From an optimization exercise on the open Yosys and OpenROAD flow, aimed at small area, a short achievable clock period and few clock cycles per item; shortcuts taken in it are not production practice. Function not checked in this run: the RTL went through the layout flow alone.

### flow/config.mk
export PLATFORM = sky130hd
export DESIGN_NAME = gamepad_velocity_command_mapper_top
export DESIGN_NICKNAME = gamepad_velocity_command_mapper_top
export VERILOG_FILES = /design/flow/design.v
export SDC_FILE = /design/flow/constraint.sdc
export NUM_CORES = 4
export LEC_CHECK = 0
export CAP_MARGIN = 20
export CORE_MARGIN = 2
export CORE_UTILIZATION = 40
export SLEW_MARGIN = 20
### flow/constraint.sdc
create_clock -name core_clock -period 14.0 [get_ports {clk}]
set_input_delay 2.8000 -clock core_clock [delete_from_list [all_inputs] [get_ports {clk}]]
set_output_delay 2.8000 -clock core_clock [all_outputs]
set_load 0.01 [all_outputs]
### flow/design.v
package gvcm_pkg;
    localparam int DZ_W       = 17;
    localparam int IN_DATA_W  = 112;
    localparam int OUT_DATA_W = 72;
    localparam int CORDIC_STEPS = 18;
    localparam int XW = 30;
    localparam int AW = 23;
    function automatic logic [AW-1:0] atan_step(input int i);
        logic [AW-1:0] r;
        begin
            case (i)
                0:       r = AW'(2097152);
                1:       r = AW'(1238021);
                2:       r = AW'(654136);
                3:       r = AW'(332050);
                4:       r = AW'(166669);
                5:       r = AW'(83416);
                6:       r = AW'(41718);
                7:       r = AW'(20860);
                8:       r = AW'(10430);
                9:       r = AW'(5215);
                10:      r = AW'(2608);
                11:      r = AW'(1304);
                12:      r = AW'(652);
                13:      r = AW'(326);
                14:      r = AW'(163);
                15:      r = AW'(81);
                16:      r = AW'(41);
                17:      r = AW'(20);
                default: r = '0;
            endcase
            atan_step = r;
        end
    endfunction
    function automatic int ang_width(input int i);
        int r;
        begin
            case (i)
                0, 1, 2: r = 22;
                default: r = 24 - i;
            endcase
            ang_width = r;
        end
    endfunction
endpackage
module gvcm_addsub #(
    parameter int W = 30
) (
    input  logic [W-1:0] a,
    input  logic [W-1:0] b,
    input  logic         sub,
    output logic [W-1:0] s
);
    localparam int L = $clog2(W + 1);
    logic [W:0]   g [0:L];
    logic [W:0]   p [0:L];
    logic [W-1:0] bx;
    always_comb
    begin
        bx      = b ^ {W{sub}};
        g[0][0] = sub;
        p[0][0] = 1'b0;
        for (int i = 0; i < W; i++)
        begin
            g[0][i+1] = a[i] & bx[i];
            p[0][i+1] = a[i] ^ bx[i];
        end
        for (int l = 0; l < L; l++)
        begin
            for (int i = 0; i <= W; i++)
            begin
                if (((i >> l) & 1) != 0)
                begin
                    g[l+1][i] = g[l][i] | (p[l][i] & g[l][((i >> l) << l) - 1]);
                    p[l+1][i] = p[l][i] & p[l][((i >> l) << l) - 1];
                end
                else
                begin
                    g[l+1][i] = g[l][i];
                    p[l+1][i] = p[l][i];
                end
            end
        end
        for (int i = 0; i < W; i++)
            s[i] = a[i] ^ bx[i] ^ g[L][i];
    end
endmodule
module gamepad_velocity_command_mapper_top (
    input  logic                               clk,
    input  logic                               rst_n,
    input  logic                               cfg_wr_en,
    input  logic [gvcm_pkg::DZ_W-1:0]          cfg_wr_data,
    input  logic                               s_tvalid,
    output logic                               s_tready,
    input  logic [gvcm_pkg::IN_DATA_W-1:0]     s_tdata,
    input  logic                               s_tuser,
    output logic                               m_tvalid,
    input  logic                               m_tready,
    output logic [gvcm_pkg::OUT_DATA_W-1:0]    m_tdata,
    output logic                               m_tuser
);
    localparam int XW = gvcm_pkg::XW;
    localparam int AW = gvcm_pkg::AW;
    localparam int NS = gvcm_pkg::CORDIC_STEPS;
    localparam logic [NS-1:0] REG_AFTER = 18'b11_1111_1111_1111_1111;
    localparam int SB = 1 + 1 + 4 + 5 + 17 + 17;
    function automatic logic signed [16:0] dz17(input logic signed [16:0] v,
                                                input logic [16:0] th);
        logic signed [16:0] m;
        begin
            m = (v < 0) ? -v : v;
            dz17 = ($unsigned(m) < th) ? 17'sd0 : v;
        end
    endfunction
    function automatic logic signed [XW-1:0] inv_gain(input logic signed [XW-1:0] v);
        logic signed [63:0] e;
        logic signed [63:0] t;
        begin
            e = 64'(v);
            t = (e <<< 1) + (e <<< 3) - (e <<< 5) - (e <<< 7) - (e <<< 10) + (e <<< 14)
              + (e <<< 16) - (e <<< 18) - (e <<< 21) - (e <<< 24) + (e <<< 27) + (e <<< 29);
            inv_gain = t[30 +: XW];
        end
    endfunction
    logic        en_q;
    logic [16:0] th_q;
    logic [3:0]  spd_q;
    logic        rel_q;
    logic [5:0]  pbtn_q;
    logic        fly_q;
    logic        nr_q;
    logic [15:0] hd_q;
    logic [15:0] bs_q;
    logic        acc, acc_rep, acc_nav;
    logic [5:0]  in_btn, rise;
    logic [3:0]  in_fstate;
    logic [15:0] in_heading;
    logic [3:0]  spd_up, spd_new;
    logic        rel_new;
    logic        trim_ok;
    logic [4:0]  req;    
    assign s_tready   = en_q;
    assign acc        = s_tvalid && en_q;
    assign acc_rep    = acc && !s_tuser;
    assign acc_nav    = acc && s_tuser;
    assign in_btn     = s_tdata[85:80];
    assign in_fstate  = s_tdata[89:86];
    assign in_heading = s_tdata[105:90];
    always_comb
    begin
        rise    = in_btn & ~pbtn_q;
        spd_up  = (rise[4] && (spd_q < 4'd10)) ? spd_q + 4'd1 : spd_q;
        if (rise[5])
            spd_new = (spd_up > 4'd1) ? spd_up - 4'd1 : 4'd1;
        else
            spd_new = spd_up;
        rel_new = rel_q ^ rise[3];
        trim_ok = rise[1] && !fly_q && !nr_q;
        req[0]  = (rise[0] && nr_q) || (rise[1] && !fly_q && nr_q);
        req[1]  = rise[0] && !nr_q && !fly_q;
        req[2]  = rise[0] && !nr_q && fly_q;
        req[3]  = trim_ok;
        req[4]  = rise[2];
    end
    always_ff @(posedge clk or negedge rst_n)
    begin
        if (!rst_n)
        begin
            th_q   <= '0;
            spd_q  <= 4'd5;
            rel_q  <= 1'b0;
            pbtn_q <= '0;
            fly_q  <= 1'b0;
            nr_q   <= 1'b1;
            hd_q   <= '0;
            bs_q   <= '0;
        end
        else
        begin
            if (cfg_wr_en)
                th_q <= cfg_wr_data;
            if (acc_nav)
            begin
                fly_q <= (in_fstate >= 4'd3) && (in_fstate <= 4'd8);
                nr_q  <= (in_fstate <= 4'd1);
                hd_q  <= in_heading;
            end
            if (acc_rep)
            begin
                pbtn_q <= in_btn;
                rel_q  <= rel_new;
                spd_q  <= spd_new;
                if (trim_ok)
                    bs_q <= hd_q;
            end
        end
    end
    logic        a_v;
    logic        a_fly, a_rot;
    logic [3:0]  a_spd;
    logic [4:0]  a_req;
    logic [16:0] a_th;
    logic [15:0] a_x, a_y, a_up, a_dn, a_yw;
    logic [15:0] a_ang;
    always_ff @(posedge clk or negedge rst_n)
    begin
        if (!rst_n)
            a_v <= 1'b0;
        else if (en_q)
            a_v <= acc_rep;
    end
    always_ff @(posedge clk)
    begin
        if (en_q)
        begin
            a_fly <= fly_q;
            a_rot <= fly_q && rel_new;
            a_spd <= spd_new;
            a_req <= req;
            a_th  <= th_q;
            a_x   <= s_tdata[15:0];
            a_y   <= s_tdata[31:16];
            a_up  <= s_tdata[47:32];
            a_dn  <= s_tdata[63:48];
            a_yw  <= s_tdata[79:64];
            a_ang <= hd_q - bs_q;
        end
    end
    logic signed [16:0] dx, dy, dzv, dw, rx, ry;
    logic [1:0]         quad;
    always_comb
    begin
        dx  = a_fly ? dz17({a_x[15], a_x}, a_th) : 17'sd0;
        dy  = a_fly ? dz17({a_y[15], a_y}, a_th) : 17'sd0;
        dzv = a_fly ? dz17({a_dn[15], a_dn} - {a_up[15], a_up}, a_th) : 17'sd0;
        dw  = a_fly ? dz17({a_yw[15], a_yw}, a_th) : 17'sd0;
        quad = a_ang[15:14] + {1'b0, a_ang[13]};
        rx = dx;
        ry = dy;
        if (a_rot)
        begin
            case (quad)
                2'd0:    begin rx = dx;  ry = dy;  end
                2'd1:    begin rx = dy;  ry = -dx; end
                2'd2:    begin rx = -dx; ry = -dy; end
                default: begin rx = -dy; ry = dx;  end
            endcase
        end
    end
    logic                b_v;
    logic signed [16:0]  b_x, b_y;
    logic [13:0]         b_ang;
    logic [SB-1:0]       b_sb;
    always_ff @(posedge clk or negedge rst_n)
    begin
        if (!rst_n)
            b_v <= 1'b0;
        else if (en_q)
            b_v <= a_v;
    end
    always_ff @(posedge clk)
    begin
        if (en_q)
        begin
            b_x   <= rx;
            b_y   <= ry;
            b_ang <= a_ang[13:0];
            b_sb  <= {a_fly, a_rot, a_spd, a_req, dzv, dw};
        end
    end
    logic signed [XW-1:0] cx [0:NS];
    logic signed [XW-1:0] cy [0:NS];
    logic signed [AW-1:0] ca [0:NS];
    logic [SB-1:0]        cs [0:NS];
    logic                 cv [0:NS];
    assign cx[0] = {b_x[16], b_x, 12'b0};
    assign cy[0] = {b_y[16], b_y, 12'b0};
    assign ca[0] = {b_ang[13], b_ang, 8'b0};
    assign cs[0] = b_sb;
    assign cv[0] = b_v;
    genvar gi;
    generate
        for (gi = 0; gi < NS; gi++)
        begin : g_step
            logic signed [XW-1:0] hx, hy, sx, sy, nx, ny;
            logic signed [AW-1:0] na;
            logic                 rot, neg;
            assign rot = cs[gi][SB-2];
            assign neg = ca[gi][AW-1];
            assign hx  = cx[gi] >>> gi;
            assign hy  = cy[gi] >>> gi;
            assign sx  = rot ? hx : '0;
            assign sy  = rot ? hy : '0;
            gvcm_addsub #(.W(XW)) u_x (.a(cx[gi]), .b(sy), .sub(neg), .s(nx));
            gvcm_addsub #(.W(XW)) u_y (.a(cy[gi]), .b(sx), .sub(!neg), .s(ny));
            gvcm_addsub #(.W(AW)) u_a (.a(ca[gi]), .b(gvcm_pkg::atan_step(gi)), .sub(!neg),
                                       .s(na));
            if (REG_AFTER[gi])
            begin : g_reg
                localparam int NAW = (gi + 1 < NS) ? gvcm_pkg::ang_width(gi + 1) : 1;
                logic signed [XW-1:0]  rx_q, ry_q;
                logic signed [NAW-1:0] ra_q;
                logic [SB-1:0]         rs_q;
                logic                  rv_q;
                always_ff @(posedge clk or negedge rst_n)
                begin
                    if (!rst_n)
                        rv_q <= 1'b0;
                    else if (en_q)
                        rv_q <= cv[gi];
                end
                always_ff @(posedge clk)
                begin
                    if (en_q)
                    begin
                        rx_q <= nx;
                        ry_q <= ny;
                        ra_q <= na[NAW-1:0];
                        rs_q <= cs[gi];
                    end
                end
                assign cx[gi+1] = rx_q;
                assign cy[gi+1] = ry_q;
                assign ca[gi+1] = AW'(ra_q);
                assign cs[gi+1] = rs_q;
                assign cv[gi+1] = rv_q;
            end
            else
            begin : g_comb
                assign cx[gi+1] = nx;
                assign cy[gi+1] = ny;
                assign ca[gi+1] = na;
                assign cs[gi+1] = cs[gi];
                assign cv[gi+1] = cv[gi];
            end
        end
    endgenerate
    function automatic logic signed [59:0] gain_lo(input logic signed [XW-1:0] v);
        logic signed [59:0] e;
        begin
            e = 60'(v);
            gain_lo = (e <<< 1) + (e <<< 3) - (e <<< 5) - (e <<< 7) - (e <<< 10) + (e <<< 14);
        end
    endfunction
    function automatic logic signed [59:0] gain_hi(input logic signed [XW-1:0] v);
        logic signed [59:0] e;
        begin
            e = 60'(v);
            gain_hi = (e <<< 16) - (e <<< 18) - (e <<< 21) - (e <<< 24) + (e <<< 27) + (e <<< 29);
        end
    endfunction
    logic                 g1_v;
    logic signed [59:0]   g1_xa, g1_xb, g1_ya, g1_yb;
    logic [SB-1:0]        g1_sb;
    always_ff @(posedge clk or negedge rst_n)
    begin
        if (!rst_n)
            g1_v <= 1'b0;
        else if (en_q)
            g1_v <= cv[NS];
    end
    always_ff @(posedge clk)
    begin
        if (en_q)
        begin
            if (cs[NS][SB-2])
            begin
                g1_xa <= gain_lo(cx[NS]);
                g1_xb <= gain_hi(cx[NS]);
                g1_ya <= gain_lo(cy[NS]);
                g1_yb <= gain_hi(cy[NS]);
            end
            else
            begin
                g1_xa <= {cx[NS], 30'b0};
                g1_xb <= '0;
                g1_ya <= {cy[NS], 30'b0};
                g1_yb <= '0;
            end
            g1_sb <= cs[NS];
        end
    end
    logic                 g_v;
    logic signed [XW-1:0] g_x, g_y;
    logic [SB-1:0]        g_sb;
    logic signed [59:0]   g2_x, g2_y;
    assign g2_x = g1_xa + g1_xb;
    assign g2_y = g1_ya + g1_yb;
    always_ff @(posedge clk or negedge rst_n)
    begin
        if (!rst_n)
            g_v <= 1'b0;
        else if (en_q)
            g_v <= g1_v;
    end
    always_ff @(posedge clk)
    begin
        if (en_q)
        begin
            g_x  <= g2_x[30 +: XW];
            g_y  <= g2_y[30 +: XW];
            g_sb <= g1_sb;
        end
    end
    logic [3:0]  g_spd;
    logic        g_sx, g_sy, g_sz, g_sw;
    logic [32:0] px, py;
    logic [20:0] pz, pw;
    logic signed [16:0] g_z, g_w;
    always_comb
    begin
        g_spd = g_sb[SB-3 -: 4];
        g_z   = g_sb[33:17];
        g_w   = g_sb[16:0];
        g_sx  = g_x[XW-1];
        g_sy  = g_y[XW-1];
        g_sz  = g_z[16];
        g_sw  = g_w[16];
        px = 33'(g_x[XW-2:0] ^ {(XW-1){g_sx}}) * 33'(g_spd) + (g_sx ? 33'(g_spd) : 33'd0);
        py = 33'(g_y[XW-2:0] ^ {(XW-1){g_sy}}) * 33'(g_spd) + (g_sy ? 33'(g_spd) : 33'd0);
        pz = 21'(g_z[15:0] ^ {16{g_sz}}) * 21'(g_spd) + (g_sz ? 21'(g_spd) : 21'd0);
        pw = 21'(g_w[15:0] ^ {16{g_sw}}) * 21'(g_spd) + (g_sw ? 21'(g_spd) : 21'd0);
    end
    logic        p_v;
    logic [19:0] p_x, p_y, p_z, p_w;
    logic [3:0]  p_s;
    logic        p_fly;
    logic [4:0]  p_req;
    always_ff @(posedge clk or negedge rst_n)
    begin
        if (!rst_n)
            p_v <= 1'b0;
        else if (en_q)
            p_v <= g_v;
    end
    always_ff @(posedge clk)
    begin
        if (en_q)
        begin
            p_x   <= px[31:12];
            p_y   <= py[31:12];
            p_z   <= pz[19:0];
            p_w   <= pw[19:0];
            p_s   <= {g_sw, g_sz, g_sy, g_sx};
            p_fly <= g_sb[SB-1];
            p_req <= g_sb[SB-7 -: 5];
        end
    end
    logic        t_v;
    logic [20:0] t_x, t_y, t_z, t_w;
    logic [3:0]  t_s;
    logic        t_fly;
    logic [4:0]  t_req;
    always_ff @(posedge clk or negedge rst_n)
    begin
        if (!rst_n)
            t_v <= 1'b0;
        else if (en_q)
            t_v <= p_v;
    end
    always_ff @(posedge clk)
    begin
        if (en_q)
        begin
            t_x   <= 21'(p_x) + {p_x, 1'b0};
            t_y   <= 21'(p_y) + {p_y, 1'b0};
            t_z   <= 21'(p_z) + {p_z, 1'b0};
            t_w   <= 21'(p_w) + {p_w, 1'b0};
            t_s   <= p_s;
            t_fly <= p_fly;
            t_req <= p_req;
        end
    end
    function automatic logic [16:0] div10s(input logic [20:0] h3, input logic s);
        logic signed [21:0] hx;
        logic signed [43:0] t;
        begin
            hx = $signed({1'b0, h3} ^ {22{s}});
            t  = 44'(hx) * 44'sd69905
               + (s ? 44'sd69905 - 44'sd131072 + 44'sd2097151 : 44'sd131072);
            div10s = t[21 +: 17];
        end
    endfunction
    logic [71:0] res_data;
    logic        res_user;
    logic [16:0] q_x, q_y, q_z, q_w;
    always_comb
    begin
        q_x = div10s(t_x, t_s[0]);
        q_y = div10s(t_y, t_s[1]);
        q_z = div10s(t_z, t_s[2]);
        q_w = div10s(t_w, t_s[3]);
        res_data = {t_req[4], t_req[3], t_req[2], t_req[1], t_req[0],
                    q_w[15:0], q_z, q_y, q_x};
        res_user = t_fly;
    end
    logic        h_v, k_v;
    logic [71:0] h_data, k_data;
    logic        h_user, k_user;
    logic        take, res_in, h_keep;
    logic        h_v_n, k_v_n;
    always_comb
    begin
        take   = h_v && m_tready;
        res_in = en_q && t_v;
        h_keep = h_v && !take;
        if (h_keep)
        begin
            h_v_n = 1'b1;
            k_v_n = k_v || res_in;
        end
        else if (k_v)
        begin
            h_v_n = 1'b1;
            k_v_n = res_in;
        end
        else
        begin
            h_v_n = res_in;
            k_v_n = 1'b0;
        end
    end
    always_ff @(posedge clk or negedge rst_n)
    begin
        if (!rst_n)
        begin
            h_v  <= 1'b0;
            k_v  <= 1'b0;
            en_q <= 1'b1;
        end
        else
        begin
            h_v  <= h_v_n;
            k_v  <= k_v_n;
            en_q <= !(h_v_n && k_v_n);
        end
    end
    always_ff @(posedge clk)
    begin
        if (!h_keep)
        begin
            h_data <= k_v ? k_data : res_data;
            h_user <= k_v ? k_user : res_user;
        end
        if (res_in && (h_keep || k_v))
        begin
            k_data <= res_data;
            k_user <= res_user;
        end
    end
    assign m_tvalid = h_v;
    assign m_tdata  = h_data;
    assign m_tuser  = h_user;
endmodule
### flow/run.sh
#!/bin/bash
# synth_recipe.tcl (not shown) runs the flow's synth.tcl, then flattens the netlist and writes it again
# the make line also repeats each setting of config.mk as NAME=value (left out here)
make -C /OpenROAD-flow-scripts/flow DESIGN_CONFIG=/design/flow/config.mk WORK_HOME=/design/flow/orfs CLKGATE_MAP_FILE= SYNTH_SCRIPT=/design/flow/synth_recipe.tcl finish
==> run summary <==
logic make-up (layout without fill, tap and decap cells):
logic type,after synthesis,count (layout)
and+or+nand+nor,4118,4118
other,2,10
adders and majority gates,3414,3414
xor gates and xnor gates,2283,2283
DFF,2982,2982
AOI/OAI and AO/OA,2858,2858
buffers and inverters,2042,2676
muxes,190,190
worst paths after layout:
| check | startpoint | endpoint | slack, ps | depth (start not counted) |
|---|---|---|---|---|
| min in group asynchronous | rst_n | h_v | 1850 | 1 |
| min | g_step[14].g_reg.rs_q[25] | g_step[15].g_reg.rs_q[25] | 390 | 0 |
| max | a_x[7] | b_y[16] | 6460 | 21 |
| max reg2reg | a_x[7] | b_y[16] | 6460 | 21 |
| max in group asynchronous | rst_n | hd_q[14] | 10960 | 2 |
| min reg2reg | g_step[14].g_reg.rs_q[25] | g_step[15].g_reg.rs_q[25] | 390 | 0 |
Yosys cell counts, drive strengths merged, types with 39 or more instances:
cell,instances
xnor2,1600
o21a,239
and2,255
nor2,991
dfrtp,85
o31ai,91
o21ai,486
nor4,60
o211ai,52
inv,1686
or3,96
o21bai,92
xor2,683
fa,1023
nand4,80
a21boi,58
and3,98
ha,2391
nor2b,144
or2,67
buf,95
clkbuf,257
a21oi,745
nand2b,156
nand2,1535
a211oi,108
a21o,450
mux2,156
nand3,193
a31oi,94
edfxtp,2893
nor3,322
o31a,39
registers in the layout, indices dropped and copies added (netlist names), 44 cells and up:
signal and cells:
g_step.g_reg.ra_q 233, g_step.g_reg.ry_q 500, g1_xb 44, g1_xa 44
g_step.g_reg.rx_q 500, b_sb 44, g1_yb 44, g_step.g_reg.rs_q 792
k_data 72, h_data 72, g1_ya 44
final cells by class:
cell class / count / area share (%)
antenna: 6 / 0.00655
tap: 6916 / 3.77
multi-input combinational: 12867 / 48.2
sequential: 2982 / 38.9
clock buffer: 400 / 3.84
clock inverter: 201 / 1.03
timing repair buffer: 386 / 1.51
inverter: 1689 / 2.77
layer usage:
layer	share of wire [%]	wire [µm]
met1	45	187000
met2	49	204000
met3	3.3	13800
met4	2.4	10100
met5	0.0065	27
stage by stage:
step                hold slack [ps]  util (%)  setup TNS [ps]
CTS                             381      44.4               0
finish                          395      44.4               0
global route                    394      44.4               0
floorplan                       400         -        -9806480
global placement                400      42.2               0
detailed placement              405      42.2               0
==> results.cfg <==
[setup_path]
cp.buffers_inverters = 1
worstSetupPathType = reg2reg
crit_chain = nor4_1 > nand2_1 > nor3_1 > and2_1 > nor3b_1 > nand2b_1 > xnor2_1 > ha_1 > a21o_1 > a21o_1 > a221oi_1 > o221ai_1 > and2_1 > nand2_1 > ha_1 > inv_1 > or3_1 > o32ai_1 > a21oi_1 > o2111ai_1 > o211ai_1
critPathArrivalTime_ps = 8240
cp.required_ps = 14690
crit_slowest_cell = and2_1
cp_slowest_stage_delay_ps = 670
cp-end-kind = flop
crit_family = simple AND/OR/NAND/NOR gates
critPathLaunchType = flop
path_max_fanout = 19

[finish]
multi_input_area_mm2 = 0.111
num-fill-cells = 47749
final_cells = 25447
syn2layout_area_growth_pct = 10.6
seq_area_mm2 = 0.0891
nets = 21809
drive_gt1_share_pct = 5.37
fin_area_mm2 = 0.229
final_common_cell = edfxtp_1
final_cell_mix = 2893 x edfxtp_1, 2391 x ha_1, 1668 x inv_1

[floorplan]
start_util_pct = 40.1
die_w_um = 724
io_pins = 210
die_h_um = 724
core.rowCount = 264
core_area_mm2 = 0.517
dieArea_mm2 = 0.524

[cts]
ctsResizeCount = 0
cts_hold_buf = 0
clkSlewWorstSetupHoldPaths_ps = 60
h-tree-depth = 5
root_buffer = clkbuf_16
cts_buffers = 334
tritoncts = built
cts_max_path_buffers = 4
post-cts-setup-buffers = 0
clk_latency_ps = 960
clock_sinks = 2982

[grt]
gr-usage-met1_pct = 20.7
grt_util_met2_pct = 27.7
grt_util_all_layers_pct = 15.8
grt_max_degree = 151
top_usage_layer = met2
grt-ovfl-total = 0
grt_pass1_vias = 128717
grt_pass1_wl_um = 678000
use_met3_pct = 1.81
antenna_found_initial = 11

[detailed_routing]
first_pass_iters = 7
wl_per_cell_um = 16.3
drt_wl_total_um = 415000
drtAntennaViolNets = 0
vias = 127549
via_per_inst = 5.01
drtIter0Drc = 7110
drc = 0

[synth]
synth_top_area_share_pct = 41.9
synth_compound_gate_area_share_pct = 9.16
syn_inst = 17889
yosys.area_share.simple_pct = 9.17
synth_top_family_by_area = adder cells
synth_edf_count = 2893
ys_seq_area_share_pct = 43.0
syn_area_mm2 = 0.207
async_flop_share_pct = 2.98
synthFlopType = edfxtp_1
ys_ff_latch = 2982
syn_avg_cell_area_um2 = 11.6
synth_fa_ha_area_share_pct = 24.3
yosysUniqueCellTypes = 90
synth_area_leaders = edfxtp_1 42%, ha_1 14%, fa_1 9.9%
yosys.area.top_type = edfxtp_1
yosysWarnings = 17
muxShareOfSynthArea_pct = 1.01
synthXorXnorAreaFrac_pct = 9.65

[placed_design]
dp_hpwl_um = 318000
place_congestion = 0.851
dpl_cell_area_mm2 = 0.218
pre_cts_ws_ps = 6770
dp_cells = 24839
port_buffers = 203

[sta]
finalCritPeriodShare_pct = 53.9
max_slew.worst_pin.slew_ps = 1070
setup_ws_ps = 6460
fin_skew_ps = 56.6
setup_viol = 0
hold_viol = 0
final-max-slew-violation-count = 0
slew_headroom_pct = 28.6
rsz0062_at_grt = false
fmax_mhz = 133
period_needed_ps = 7540

[flow_run]
maxCapViolCount = 0

[run_status]
status = finished clean

[worst_hold_path]
min_path_type = reg2reg

-- re-timing with driven ports --
How much do the figures lean on ideal ports? The routed layout below was timed once more, with nothing changed but the port constraints.
Step 1: set_driving_cell puts a clkbuf_16 on clk and a buf_2 on each other input, an assumption about the parent block.
Step 2 also shifts input and output timing later by t, the mid clock arrival at the registers, as if the neighbouring blocks saw the same clock.
Three values: ideal, step 1, step 2; two values: the first two.
shift t [ns]: 1.066
setup WS [ns]: 6.457 / 6.457 / 6.457
latest minus earliest clock arrival (ns): 0.077 / 0.076
cell pins on the clock port's net: 1
After both steps this run still meets setup and hold. For this run, drivers alone change the setup slack by 0.000 ns; drivers and shift together by 0.000 ns.
